This design comes from an exercise in tuning for small area, a short achievable clock period and few clock cycles per item on the open sky130 flow, not from production work.
In this exercise RTL edits were held to simulation tests only and were not proved equivalent to the original.
Power and IR drop assume default switching activity.

==> design/flow/constraint.sdc <==
create_clock -name core_clock -period 6.0 [get_ports {clk}]
set_input_delay 1.2000 -clock core_clock [delete_from_list [all_inputs] [get_ports {clk}]]
set_output_delay 1.2000 -clock core_clock [all_outputs]
set_load 0.01 [all_outputs]
==> design/flow/design.v <==
package cache_bank_pkg;
    localparam int WORD_BITS      = 32;
    localparam int WORD_BYTES     = WORD_BITS / 8;
    localparam int WORDS_PER_LINE = 4;
    localparam int LINE_BITS      = WORD_BITS * WORDS_PER_LINE;
    localparam int LINE_BYTES     = WORD_BYTES * WORDS_PER_LINE;
    localparam int WSEL_BITS      = $clog2(WORDS_PER_LINE);
    localparam int NUM_SETS       = 16;
    localparam int SET_BITS       = $clog2(NUM_SETS);
    localparam int LINE_ADDR_BITS = 12;
    localparam int TAG_BITS       = LINE_ADDR_BITS - SET_BITS;
    localparam int REQ_TAG_BITS   = 4;
    localparam int QUEUE_DEPTH    = 6;
    localparam logic [1:0] K_RD_HIT  = 2'd0;
    localparam logic [1:0] K_RD_MISS = 2'd1;
    localparam logic [1:0] K_WR_HIT  = 2'd2;
endpackage
`timescale 1ns/10ps
module skid_buffer #(
    parameter int W = 8
) (
    input  logic         clk,
    input  logic         rst_n,
    input  logic         in_valid,
    output logic         in_ready,
    input  logic [W-1:0] in_data,
    output logic         out_valid,
    input  logic         out_ready,
    output logic [W-1:0] out_data
);
    logic         main_v, skid_v;
    logic [W-1:0] skid_q;
    logic         main_free;
    assign in_ready  = !skid_v;
    assign main_free = !main_v || out_ready;
    always_ff @(posedge clk or negedge rst_n) begin
        if (!rst_n) begin
            main_v <= 1'b0;
            skid_v <= 1'b0;
        end else if (main_free) begin
            main_v <= skid_v || in_valid;
            skid_v <= 1'b0;
        end else if (in_valid && !skid_v) begin
            skid_v <= 1'b1;
        end
    end
    always_ff @(posedge clk) begin
        if (main_free) begin
            out_data <= skid_v ? skid_q : in_data;
        end
        if (!main_free && !skid_v) begin
            skid_q <= in_data;
        end
    end
    assign out_valid = main_v;
endmodule
`timescale 1ns/10ps
import cache_bank_pkg::*;
module tag_store (
    input  logic                      clk,
    input  logic                      rst_n,
    input  logic                      write,
    input  logic [LINE_ADDR_BITS-1:0] addr,
    output logic                      hit
);
    logic [NUM_SETS-1:0] valid_q;
    logic [TAG_BITS-1:0] tags_q [NUM_SETS];
    logic [SET_BITS-1:0] set;
    logic [TAG_BITS-1:0] tag;
    assign set = addr[SET_BITS-1:0];
    assign tag = addr[LINE_ADDR_BITS-1:SET_BITS];
    always_ff @(posedge clk or negedge rst_n) begin
        if (!rst_n) begin
            valid_q <= '0;
        end else if (write) begin
            valid_q[set] <= 1'b1;
        end
    end
    always_ff @(posedge clk) begin
        if (write) begin
            tags_q[set] <= tag;
        end
    end
    assign hit = valid_q[set] && (tags_q[set] == tag);
endmodule
`timescale 1ns/10ps
import cache_bank_pkg::*;
module data_store (
    input  logic                  clk,
    input  logic [SET_BITS-1:0]   set,
    input  logic [WSEL_BITS-1:0]  wsel,
    input  logic                  fill,
    input  logic                  fill_sel,    
    input  logic [LINE_BITS-1:0]  fill_line,
    input  logic                  word_write,
    input  logic [WORD_BYTES-1:0] write_byteen,
    input  logic [WORD_BITS-1:0]  write_word,
    output logic [WORD_BITS-1:0]  read_word
);
    logic [LINE_BITS-1:0] lines_q [NUM_SETS];
    for (genvar s = 0; s < NUM_SETS; s++) begin : g_set
        for (genvar w = 0; w < WORDS_PER_LINE; w++) begin : g_word
            for (genvar b = 0; b < WORD_BYTES; b++) begin : g_byte
                localparam int LO = (w * WORD_BYTES + b) * 8;
                always_ff @(posedge clk) begin
                    if (set == SET_BITS'(s) &&
                        (fill || (word_write && wsel == WSEL_BITS'(w) && write_byteen[b]))) begin
                        lines_q[s][LO +: 8] <= fill_sel ? fill_line[LO +: 8] : write_word[b*8 +: 8];
                    end
                end
            end
        end
    end
    assign read_word = lines_q[set][wsel*WORD_BITS +: WORD_BITS];
endmodule
`timescale 1ns/10ps
import cache_bank_pkg::*;
module bank_ctrl (
    input  logic                      clk,
    input  logic                      rst_n,
    input  logic                      core_req_valid,
    output logic                      core_req_ready,
    input  logic                      core_req_op,
    input  logic [LINE_ADDR_BITS-1:0] core_req_line_addr,
    input  logic [WSEL_BITS-1:0]      core_req_wsel,
    input  logic [WORD_BYTES-1:0]     core_req_byteen,
    input  logic [WORD_BITS-1:0]      core_req_data,
    input  logic [REQ_TAG_BITS-1:0]   core_req_tag,
    output logic                      tag_write,
    input  logic                      hit,
    output logic                      mreq_valid,
    input  logic                      mreq_ready,
    input  logic                      mem_rsp_valid,
    output logic                      mem_rsp_ready,
    output logic [SET_BITS-1:0]       store_set,
    output logic [WSEL_BITS-1:0]      store_wsel,
    output logic                      data_fill,
    output logic                      data_fill_sel,
    output logic                      word_write,
    output logic [WORD_BYTES-1:0]     store_byteen,
    output logic [WORD_BITS-1:0]      store_word,
    input  logic [WORD_BITS-1:0]      read_word,
    input  logic [WORD_BITS-1:0]      fill_word,
    output logic                      crsp_valid,
    input  logic                      crsp_ready,
    output logic [WORD_BITS-1:0]      crsp_data,
    output logic [REQ_TAG_BITS-1:0]   crsp_tag
);
    localparam int QN = QUEUE_DEPTH;
    logic [QN-1:0]           qv_q;
    logic [1:0]              qkind_q [QN];
    logic [SET_BITS-1:0]     qset_q  [QN];
    logic [WSEL_BITS-1:0]    qwsel_q [QN];
    logic [WORD_BYTES-1:0]   qbe_q   [QN];    
    logic [WORD_BITS-1:0]    qdata_q [QN];
    logic accept, push, pop;
    logic [1:0] new_kind;
    assign core_req_ready = mreq_ready && !qv_q[QN-1];
    assign accept         = core_req_valid && core_req_ready;
    assign tag_write  = accept && !core_req_op;
    assign mreq_valid = accept && (core_req_op || !hit);
    assign push       = accept && (!core_req_op || hit);
    assign new_kind   = core_req_op ? K_WR_HIT : (hit ? K_RD_HIT : K_RD_MISS);
    logic       head_v;
    logic [1:0] head_kind;
    logic       head_rd_miss;
    logic       head_wr;
    assign head_v       = qv_q[0];
    assign head_kind    = qkind_q[0];
    assign head_rd_miss = head_v && (head_kind == K_RD_MISS);
    assign head_wr      = head_v && (head_kind == K_WR_HIT);
    assign mem_rsp_ready = head_rd_miss && crsp_ready;
    assign crsp_valid    = head_v && !head_wr && (head_kind == K_RD_HIT || mem_rsp_valid) && crsp_ready;
    assign pop           = head_wr || crsp_valid;
    assign store_set     = qset_q[0];
    assign store_wsel    = qwsel_q[0];
    assign data_fill     = head_rd_miss && crsp_ready && mem_rsp_valid;
    assign data_fill_sel = (head_kind == K_RD_MISS);
    assign word_write    = head_wr;
    assign store_byteen  = qbe_q[0];
    assign store_word    = qdata_q[0];
    assign crsp_data = (head_kind == K_RD_MISS) ? fill_word : read_word;
    assign crsp_tag  = qbe_q[0];
    logic [QN-1:0] qv_shift;
    logic [QN-1:0] put;
    assign qv_shift = pop ? (qv_q >> 1) : qv_q;
    always_comb begin
        for (int i = 0; i < QN; i++) begin
            put[i] = !qv_shift[i] && (i == 0 || qv_shift[i-1]);
        end
    end
    always_ff @(posedge clk or negedge rst_n) begin
        if (!rst_n) begin
            qv_q <= '0;
        end else begin
            qv_q <= qv_shift | (put & {QN{push}});
        end
    end
    always_ff @(posedge clk) begin
        for (int i = 0; i < QN; i++) begin
            if (accept && put[i]) begin
                qkind_q[i] <= new_kind;
                qset_q[i]  <= core_req_line_addr[SET_BITS-1:0];
                qwsel_q[i] <= core_req_wsel;
                qbe_q[i]   <= core_req_op ? core_req_byteen : core_req_tag;
                qdata_q[i] <= core_req_data;
            end else if (pop && i < QN-1) begin
                qkind_q[i] <= qkind_q[i+1];
                qset_q[i]  <= qset_q[i+1];
                qwsel_q[i] <= qwsel_q[i+1];
                qbe_q[i]   <= qbe_q[i+1];
                qdata_q[i] <= qdata_q[i+1];
            end
        end
    end
endmodule
`timescale 1ns/10ps
import cache_bank_pkg::*;
module cache_bank (
    input  logic                      clk,
    input  logic                      rst_n,
    input  logic                      core_req_valid,
    output logic                      core_req_ready,
    input  logic                      core_req_op,
    input  logic [LINE_ADDR_BITS-1:0] core_req_line_addr,
    input  logic [WSEL_BITS-1:0]      core_req_wsel,
    input  logic [WORD_BYTES-1:0]     core_req_byteen,
    input  logic [WORD_BITS-1:0]      core_req_data,
    input  logic [REQ_TAG_BITS-1:0]   core_req_tag,
    output logic                      core_rsp_valid,
    input  logic                      core_rsp_ready,
    output logic [WORD_BITS-1:0]      core_rsp_data,
    output logic [REQ_TAG_BITS-1:0]   core_rsp_tag,
    output logic                      mem_req_valid,
    input  logic                      mem_req_ready,
    output logic                      mem_req_op,
    output logic [LINE_ADDR_BITS-1:0] mem_req_line_addr,
    output logic [LINE_BYTES-1:0]     mem_req_byteen,
    output logic [LINE_BITS-1:0]      mem_req_data,
    input  logic                      mem_rsp_valid,
    output logic                      mem_rsp_ready,
    input  logic [LINE_BITS-1:0]      mem_rsp_data
);
    logic                      tag_write;
    logic                      hit;
    logic                      mreq_valid;
    logic                      mreq_ready;
    logic [SET_BITS-1:0]       store_set;
    logic [WSEL_BITS-1:0]      store_wsel;
    logic                      data_fill;
    logic                      data_fill_sel;
    logic                      word_write;
    logic [WORD_BYTES-1:0]     store_byteen;
    logic [WORD_BITS-1:0]      store_word;
    logic [WORD_BITS-1:0]      read_word;
    logic [WORD_BITS-1:0]      fill_word;
    logic                      crsp_valid;
    logic                      crsp_ready;
    logic [WORD_BITS-1:0]      crsp_data;
    logic [REQ_TAG_BITS-1:0]   crsp_tag;
    bank_ctrl u_ctrl (
        .clk                (clk),
        .rst_n              (rst_n),
        .core_req_valid     (core_req_valid),
        .core_req_ready     (core_req_ready),
        .core_req_op        (core_req_op),
        .core_req_line_addr (core_req_line_addr),
        .core_req_wsel      (core_req_wsel),
        .core_req_byteen    (core_req_byteen),
        .core_req_data      (core_req_data),
        .core_req_tag       (core_req_tag),
        .tag_write          (tag_write),
        .hit                (hit),
        .mreq_valid         (mreq_valid),
        .mreq_ready         (mreq_ready),
        .mem_rsp_valid      (mem_rsp_valid),
        .mem_rsp_ready      (mem_rsp_ready),
        .store_set          (store_set),
        .store_wsel         (store_wsel),
        .data_fill          (data_fill),
        .data_fill_sel      (data_fill_sel),
        .word_write         (word_write),
        .store_byteen       (store_byteen),
        .store_word         (store_word),
        .read_word          (read_word),
        .fill_word          (fill_word),
        .crsp_valid         (crsp_valid),
        .crsp_ready         (crsp_ready),
        .crsp_data          (crsp_data),
        .crsp_tag           (crsp_tag)
    );
    tag_store u_tags (
        .clk   (clk),
        .rst_n (rst_n),
        .write (tag_write),
        .addr  (core_req_line_addr),
        .hit   (hit)
    );
    data_store u_data (
        .clk          (clk),
        .set          (store_set),
        .wsel         (store_wsel),
        .fill         (data_fill),
        .fill_sel     (data_fill_sel),
        .fill_line    (mem_rsp_data),
        .word_write   (word_write),
        .write_byteen (store_byteen),
        .write_word   (store_word),
        .read_word    (read_word)
    );
    assign fill_word = mem_rsp_data[store_wsel*WORD_BITS +: WORD_BITS];
    logic [LINE_BYTES-1:0] req_byteen;
    always_comb begin
        req_byteen = '0;
        req_byteen[core_req_wsel*WORD_BYTES +: WORD_BYTES] = core_req_byteen;
    end
    logic [WORD_BITS-1:0] mem_req_word;
    skid_buffer #(
        .W (1 + LINE_ADDR_BITS + LINE_BYTES + WORD_BITS)
    ) u_mreq (
        .clk       (clk),
        .rst_n     (rst_n),
        .in_valid  (mreq_valid),
        .in_ready  (mreq_ready),
        .in_data   ({core_req_op, core_req_line_addr, req_byteen, core_req_data}),
        .out_valid (mem_req_valid),
        .out_ready (mem_req_ready),
        .out_data  ({mem_req_op, mem_req_line_addr, mem_req_byteen, mem_req_word})
    );
    assign mem_req_data = {WORDS_PER_LINE{mem_req_word}};
    skid_buffer #(
        .W (WORD_BITS + REQ_TAG_BITS)
    ) u_crsp (
        .clk       (clk),
        .rst_n     (rst_n),
        .in_valid  (crsp_valid),
        .in_ready  (crsp_ready),
        .in_data   ({crsp_data, crsp_tag}),
        .out_valid (core_rsp_valid),
        .out_ready (core_rsp_ready),
        .out_data  ({core_rsp_data, core_rsp_tag})
    );
endmodule
==> design/flow/run.sh <==
#!/bin/bash
# synth_recipe.tcl (not shown) runs the flow's synth.tcl, then flattens the netlist and writes it again
# the make line also repeats each setting of config.mk as NAME=value (left out here)
make -C /OpenROAD-flow-scripts/flow DESIGN_CONFIG=/design/flow/config.mk WORK_HOME=/design/flow/orfs CLKGATE_MAP_FILE= SYNTH_SCRIPT=/design/flow/synth_recipe.tcl finish
==> design/flow/config.mk <==
export PLATFORM = sky130hd
export DESIGN_NAME = cache_bank
export DESIGN_NICKNAME = cache_bank
export VERILOG_FILES = /design/flow/design.v
export SDC_FILE = /design/flow/constraint.sdc
export NUM_CORES = 4
export LEC_CHECK = 0
export CAP_MARGIN = 20
export CORE_MARGIN = 2
export CORE_UTILIZATION = 40
export PLACE_DENSITY = 0.6
export SLEW_MARGIN = 20
==> notes.md <==
- Gr ovfl total: 0
- Yosys mapped the design onto 81 distinct sky130hd cell types.
- Maximum clock frequency: just under 200 MHz
* Final period utilization: 83.9%
- Max-cap violations: 0
- Setup slack at placement: about 1200 ps
* DP Wirelength: 276 mm
- Worst-skew pair later-pin latency: 980 ps
- Once the floorplan was initialized, standard cells occupied 40.1% of the core.
- Maximum net fanout on the critical path: 21
* Maximum resistive drop on vdd: 0.324 mV
- The floorplan step defined a core boundary enclosing 0.262 mm^2.
- Placed Area: 0.114 mm^2
* Total internal power: 30600 uW
- Number of remaining DRC errors: 0
* Iter 0 DRT Violations: 13900
- Using the TritonRoute via totals, the vias-per-cell ratio works out to 6.57.
- In this run the core area contains 188 standard-cell rows.
* Switching part of the total: 20.1%
* Total setup violations reported at the end of the flow: 0
- Post-synthesis instance area: 0.105 mm^2
- The synthesized design contains 2634 enable-type register cells.
- Total Negative Setup Slacks: 0 ps
- Critical path data required time: ~6800 ps
* Count of instances resized after the clock tree is built: 0
- CTS buffer count: 294
- Leakage component of the power: 0.0397 uW
- Final worst path period need: 5030 ps
* Detailed-route via count: roughly 70000
- Power spent charging and discharging nets: 7680 uW
* Gp weighted congestion: 0.985
- The die covers roughly 0.27 mm^2.
- Combinational logic is responsible for under 10% of the overall power.
* Async S/R FF share, synth: 0.977%
* Clock Sink Count: about 2700
- Leading cell type in the layout, fill and taps excluded: sky130_fd_sc_hd__edfxtp_1
- In this run, post-CTS hold repair placed 0 buffers.
- Critical Path Slowest Stage Cell: sky130_fd_sc_hd__nor4bb_4
* CP arrival: about 5800 ps
- Category of the worst setup path capture point: register
- The clock arrives with 100 ps of skew.
* Class of the most critical setup path: reg2reg
- After clock tree synthesis, the clock-pin slew on the worst setup and hold paths is 60 ps.
- The count of buffers added on input and output ports is between 300 and 400.
- The floorplan step set the die height to 516 um.
- Antenna violations before repair: 35
* First-pass iteration count of the detailed router: 8
- The run finished with no timing, DRC or antenna violations.
- In this run, flip-flops and latches consume between 50 and 60% of the power.
* Post-Route Hold Slack: 461 ps
- Number of buffers on the longest clock path: 4
* Nature of the critical path startpoint: register
* Total of flip-flops plus latches after synthesis: 2660
* Sequential area share after synthesis: 75.9%
- Synthesis handed over a netlist of approximately 6500 instances.
- At the pin with the least slew margin, the transition time is 1300 ps.
- Global-route wire length before repair: 563 mm
- The number of nets in the synthesized netlist is 6664.
- The clock tree synthesis step divided the H-tree into 5 levels.
* Min-Delay Path Class: reg2reg
- Average instance area after synthesis: 16.2 um^2
- Relative to the synthesized area, the layout overhead comes to 17.7%.
- In the synthesized netlist the dominant register cell turns out to be sky130_fd_sc_hd__edfxtp_1.
- The via count of the first global-routing pass is 65300.
- Pwr dens: 310 mW/mm^2
- The total count of hold-check failures in the final report came to 0.
- CTS tree: done
- The count of nets left with antenna violations once routing finished came out at 0.
- Setup slack closes at 966 ps.
- RSZ-0062 raised after global routing: no
- For this run, the slowest stage of the critical path takes about 1200 ps.
- Post-CTS timing repair inserted 0 buffers for setup.
- Number of max-slew violations in the final report: 0
* Critical Path, Cell by Cell: nor4bb_4 > buf_4 > buf_4 > a22oi_1 > o211ai_1 > a211oi_1 > o21ai_0 > o21ai_0 > o32ai_1 > mux2_2
- Fraction of layout cells with a size suffix above 1: 18.3%
- The floorplan step set the die width to 516 um.
* Worst rel slew slack: 13.2%
- After detailed routing, the average wire length per cell comes to 39.4 um.
- Synth warnings: 13
* Total GRT Usage: 31.0%
- Post-layout net count: 7205
- Entering global routing, the biggest net connects 80 pins.
- Clock root buffer master: sky130_fd_sc_hd__clkbuf_16
- Pin placement for this block handled ~390 I/O pins.
- Part of the total power dissipated in the clock network: 45.8%
- Commonest non-fill, non-tap cells in the layout: 2634 x sky130_fd_sc_hd__edfxtp_1, 517 x sky130_fd_sc_hd__nand2_1, 447 x sky130_fd_sc_hd__a22oi_1, 383 x sky130_fd_sc_hd__clkdlybuf4s50_1
* Post-route cell area: 0.124 mm^2
- After detailed routing, the total wire length is 425 mm.
## critical path, delay by kind of cell (launching register included)
kind                   cells  cell delay, ps
AOI/OAI and AO/OA          6            1260
buffers and inverters      2            1130
DFF                        1            1000
muxes                      1             280
and+or+nand+nor            1            1210
## final cells by class
type,instances,area [um^2]
Clock buffer,366,7750
Fill cell,22100,138000
Antenna cell,38,95.1
Clock inverter,134,1300
Tap cell,3515,4400
Sequential cell,2660,79700
Timing Repair Buffer,775,7040
Multi-Input combinational cell,3254,23200
Inverter,25,93.8
## power groups by stage
| stage | clock (uW) | combinational (uW) | sequential, uW |
|---|---|---|---|
| 6_report | 17600 | 532 | 20200 |
| 5_1_grt | 18200 | 562 | 20200 |
| 4_1_cts | 17500 | 533 | 20200 |
| 3_3_place_gp | 0 | 525 | 20600 |
| 3_5_place_dp | 0 | 529 | 20600 |
| 2_1_floorplan | 0 | 197 | 20600 |
## stage by stage
stage,util [%],cells,power (uW)
2_1_floorplan,-,6469,20800
3_3_place_gp,43.7,10200,21100
3_5_place_dp,43.7,10200,21100
4_1_cts,47.2,10700,38300
5_1_grt,47.2,10700,39000
6_report,47.2,10800,38300
## state kept, by name, summed over array words and instances, names as in the netlist, 6 cells and up
register and cells:
u_data.lines_q 2048, u_ctrl.qset_q 24, u_mreq.skid_q 61, u_tags.valid_q 16, u_ctrl.qwsel_q 12, u_ctrl.qkind_q 12
u_crsp.out_data 36, u_ctrl.qv_q 6, u_crsp.skid_q 36, u_mreq.out_data 61, u_tags.tags_q 128, u_ctrl.qbe_q 24
u_ctrl.qdata_q 192
## cell families (layout without fill, tap and decap cells)
group	count (synthesis)	count (layout)	share of synthesized area, %
DFF	2660	2660	75.9
AOI/OAI and AO/OA	1530	1530	10.4
and+or+nand+nor	1161	1161	4.83
buffers and inverters	555	1300	2.47
muxes	546	546	6.17
xor gates and xnor gates	11	11	0.0917
adders and majority gates	6	6	0.0715
other	0	38	0
## path summary, 6_finish.rpt
| kind | start | endpoint | slack [ps] | depth (start not counted) |
|---|---|---|---|---|
| worst min register to register | u_tags.valid_q[10]$_DFFE_PN0P_ | u_tags.valid_q[10]$_DFFE_PN0P_ | 460 | 1 |
| worst max register to register | u_ctrl.qset_q[0][1]$_DFFE_PP_ | u_crsp.out_data[14]$_DFFE_PN_ | 970 | 10 |
| min in group asynchronous | rst_n | u_tags.valid_q[7]$_DFFE_PN0P_ | 620 | 2 |
| worst min-delay path | u_tags.valid_q[10]$_DFFE_PN0P_ | u_tags.valid_q[10]$_DFFE_PN0P_ | 460 | 1 |
| worst max-delay path | u_ctrl.qset_q[0][1]$_DFFE_PP_ | u_crsp.out_data[14]$_DFFE_PN_ | 970 | 10 |
| max in group asynchronous | rst_n | u_mreq.skid_v$_DFFE_PN0P_ | 5060 | 2 |
## cells in the mapped netlist (all sizes together) (27+ instances only)
master     n  area share [%]
a21oi    164            0.78
a221oi    95            0.79
a222oi    56            0.53
a22o      96            0.80
a22oi    447             3.2
and2      27            0.16
buf      227             1.3
clkbuf   303             1.1
edfxtp  2634              75
mux2     368             3.9
mux2i    134             1.3
mux4      44            0.94
nand2    530             1.9
nand3     39            0.19
nor2     372             1.3
nor3      45            0.21
o211ai    32            0.23
o21ai    281             1.3
o221ai    61            0.51
o22ai     80            0.48
## layer usage
metal | track usage, % | wire [um] | vias to the layer above
li1 | - | - | 26900
met1 | 39.6 | 148000 | 35600
met2 | 43.0 | 174000 | 6777
met3 | 15.0 | 74600 | 1376
met4 | 16.5 | 27300 | 30
met5 | 0.955 | 784 | -
Testbench counts, summed over its fixed seeds: cycles 24,040, requests 24,000.

[afterwards: timing with drivers on the ports]
In the flow no input, the clock included, has a driving cell. The finished layout below was timed again as built, in two steps.
Step 1 (the two cells are an assumption about what drives the block):
set clk [get_ports {clk}]
set_driving_cell -lib_cell sky130_fd_sc_hd__clkbuf_16 $clk
set_driving_cell -lib_cell sky130_fd_sc_hd__buf_2 [delete_from_list [all_inputs] $clk]
Step 2 adds t to the input delays and takes it off the output delays; t is the mean of the earliest and latest rising clock arrival at the registers after step 1. Input paths then give back, and output paths get back, about the clock's delay inside the block.
Slacks: no drivers / after step 1 / after step 2; pairs: no drivers / after step 1.
t, ns: 1.038
setup slack, ns: 0.966 / 0.966 / 0.966
worst data-port slew with drivers (ns): 0.11
After both steps setup and hold are still met in this run. The setup slack of this run moves by 0.000 ns with the drivers and by 0.000 ns with both steps.
